Context: an optimization exercise on an open-source flow, tuned for small area, a short achievable clock period and few clock cycles. The choices shown serve that exercise and are no tape-out recipe.
At most, simulation tests tie the RTL to the original design; equivalence was not proved.
Power and IR drop assume default switching activity.

Setup of rev 12:
==> flow/design.v (excerpt) <==
module adc_scan_block_averager_core #(
  parameter int MAX_SLOTS = 8,
  parameter int CODE_BITS = 12
) (
  input  logic        clk,
  input  logic        rst_n,
  input  logic        in_valid,
  output logic        in_ready,
  input  logic [1:0]  in_opcode,
  input  logic [11:0] in_adc_code,
  output logic        out_valid,
  input  logic        out_ready,
  output logic [1:0]  out_kind,
  output logic [2:0]  out_slot,
  output logic [2:0]  out_chan,
  output logic [11:0] out_avg_code,
  output logic [27:0] out_microvolts,
  output logic        out_last,
  input  logic        cfg_we,
  input  logic [2:0]  cfg_index,
  input  logic [23:0] cfg_wdata
);
  localparam int ROWS = 2;
  localparam int NS   = 12 / ROWS;
  logic [3:0]  sc_r;
  logic [2:0]  nm1;       
  logic [23:0] map_r;
  logic [7:0]  flen_r;
  logic [7:0]  f1_r;      
  logic [7:0]  f2_r;      
  logic [7:0]  rn_r;
  logic [23:0] scale_r;
  logic [25:0] s3_r;      
  always_ff @(posedge clk) begin
    if (!rst_n) begin
      sc_r    <= 4'd2;
      nm1     <= 3'd1;
      map_r   <= 24'd60;
      flen_r  <= 8'd10;
      f1_r    <= 8'd9;
      f2_r    <= 8'd8;
      rn_r    <= 8'd20;
      scale_r <= 24'd156250;
    end else if (cfg_we) begin
      case (cfg_index)
        3'd0: begin
  ...
Size: about 4100 cells after synthesis, about 800 flip-flops, roughly 97 I/O pins, about 45000 µm² of cells after synthesis.
export LEC_CHECK = 0
export CAP_MARGIN = 20
export CORE_MARGIN = 2
export CORE_UTILIZATION = 60
export CTS_CLUSTER_DIAMETER = 80
export CTS_CLUSTER_SIZE = 24
export SETUP_SLACK_MARGIN = 2.0
export SLEW_MARGIN = 20
create_clock -name core_clock -period 7.0 [get_ports {clk}]
run.sh (not shown) runs the stock make flow with config.mk's settings and CLKGATE_MAP_FILE= SYNTH_SCRIPT=/design/flow/synth_recipe.tcl, a recipe that flattens the netlist after the stock synthesis.
Edits applied to the flow inputs when going from rev 12 to rev 13:
Settings: CORE_UTILIZATION: 60 -> 50.
Findings:
Rev 13 finished every step from synthesis to the final layout, and the layout passed the timing, DRC and antenna checks.
[compare] base=rev 12 new=rev 13: fraction of the cycle the final worst path needs +0.38 points, sequential share of layout area flat, final instance area shows no meaningful change, number of iterations in the first detailed-routing pass lower, cell count went up by about 3.3%.
[rev 13 vs rev 12] critical path depth: higher in rev 13
No run of this note included a check of the RTL's function; only the layout flow was run.

---

Setup of north:
adc_scan_block_averager_core, a different RTL version from the one above (not shown whole).
Size: about 3,800 cells after synthesis, roughly 790 flip-flops, roughly 97 I/O pins, about 44,000 um^2 of cells after synthesis.
Settings: LEC_CHECK=0, CAP_MARGIN=20, CORE_MARGIN=2, CORE_UTILIZATION=50, SETUP_SLACK_MARGIN=1.5, SLEW_MARGIN=20; clock period 7.0 ns.
north has completed all stages; timing, DRC and antenna checks passed.
The following lists how south was set up differently from north:
--- a/flow/config.mk
+++ b/flow/config.mk
@@ -9,4 +9,4 @@
 export CORE_MARGIN = 2
 export CORE_UTILIZATION = 50
-export SETUP_SLACK_MARGIN = 1.5
+export SETUP_SLACK_MARGIN = 2.0
 export SLEW_MARGIN = 20
--- outcome ---
- south reached the final stage; the timing, DRC and antenna checks on its layout passed.
- Changes observed in south relative to north: number of optimization iterations in the first detailed-route pass picked up an extra 1, placed instance area picked up an extra about 0.4%.
- Post-route standard cell area excluding fillers ends up higher on south.
- south vs. north: fraction of cell area in non-clock buffers up 1.6 points; total wire length up 3.6 mm; met3 layer usage reported by global route down 0.73 points.
No functional check of the RTL was part of any run of this note.

---

adc_scan_block_averager_core, a different RTL version from the one above (not shown whole).
Size in the first run: roughly 3900 cells after synthesis, about 790 flip-flops, about 97 I/O pins, ~45000 µm² of cells after synthesis.
// adc_scan_block_averager_core
module adc_scan_block_averager_core #(
  parameter int MAX_SLOTS = 8,
  parameter int CODE_BITS = 12
) (
  input  logic        clk,
  input  logic        rst_n,
  input  logic        in_valid,
  output logic        in_ready,
  input  logic [1:0]  in_opcode,
  input  logic [11:0] in_adc_code,
  output logic        out_valid,
  input  logic        out_ready,
  output logic [1:0]  out_kind,
  output logic [2:0]  out_slot,
  output logic [2:0]  out_chan,
  output logic [11:0] out_avg_code,
  output logic [27:0] out_microvolts,
  output logic        out_last,
  input  logic        cfg_we,
  input  logic [2:0]  cfg_index,
  input  logic [23:0] cfg_wdata
);
clock: 7.0 ns
lec_check: 0
cap_margin: 20
core_margin: 2
core_utilization: 50
cts_cluster_diameter: 80
cts_cluster_size: 24
setup_slack_margin: 2.0
slew_margin: 20
tns_end_percent: 10
The first run completed with no timing, DRC or antenna violations.
Testbench counts at the start, summed over its fixed seeds: cycles 9,084.
==> next run, changes <==
PLACE_DENSITY = 0.7   (was default)
TNS_END_PERCENT = default   (was 10)
Flip-flop and latch count does not change.
First-iteration DRC count rose by 15%.
Global-route usage went down by 0.97 points.
Power is about the same.
==> next run, changes <==
CORE_UTILIZATION = 45   (was 50)
PLACE_DENSITY = default   (was 0.7)
What happened: Total power grows by 1.3%. Combinational power grows by about 1%. Area after synthesis is unchanged. Sequential share of layout area shrinks by 0.22 points. Non-clock buffer count grows by 1. First-iteration DRC count shrinks by 9.4%. Global-route usage shrinks by 1.6 points.
==> next run, changes <==
CORE_UTILIZATION = 50   (was 45)
Cell count went down by 2.4%; cell area came out lower by 0.91%; register-to-register slack gains 0.05 ns; clock-buffer cell count increases by 2; via count went down by 0.30%; synthesized cell count does not change; worst setup slack improves by 0.019 ns; sequential share of layout area rose by 0.34 points; die area drops by 9.9%.

## what the ideal ports hide
The results above use ideal ports. As a check the final layouts listed here were re-extracted and re-timed, cells and wires unchanged. Step 1 sets driving cells, clkbuf_16 on the clock port and buf_2 on the other inputs (assumed; they add their load-dependent delay and slew). Step 2 adds t to the input delays and takes it off the output delays; t is the mean of the earliest and latest rising clock arrival at the registers after step 1. Input paths then give back, and output paths get back, about the clock's delay inside the block. a / b / c = no drivers / after step 1 / after step 2; a / b = the first two.
run | shift t [ns] | setup WS [ns] | hold WS [ns] | worst setup path after step 2 | pins driven straight from the clock port
rev 12 | 0.689 | 1.824 / 1.755 / 1.487 | 0.418 / 0.418 / 0.418 | input to register | 1
rev 13 | 0.722 | 1.798 / 1.724 / 1.531 | 0.423 / 0.423 / 0.423 | input to register | 1
north | 0.708 | 1.741 / 1.676 / 1.442 | 0.416 / 0.416 / 0.416 | input to register | 1
south | 0.697 | 1.885 / 1.822 / 1.592 | 0.412 / 0.412 / 0.412 | input to register | 1
the first run of note 3 | 0.691 | 1.810 / 1.736 / 1.442 | 0.417 / 0.417 / 0.417 | input to register | 1
the second run of note 3 | 0.697 | 2.128 / 2.065 / 1.571 | 0.410 / 0.410 / 0.410 | input to register | 1
the third run of note 3 | 0.738 | 2.098 / 1.977 / 1.539 | 0.413 / 0.413 / 0.413 | input to register | 1
the fourth run of note 3 | 0.692 | 2.117 / 2.094 / 1.508 | 0.418 / 0.418 / 0.418 | input to register | 1
After both steps every run listed still meets setup and hold. For the fourth run of note 3, which loses most, drivers alone change the setup slack by -0.023 ns; drivers and shift together by -0.609 ns.
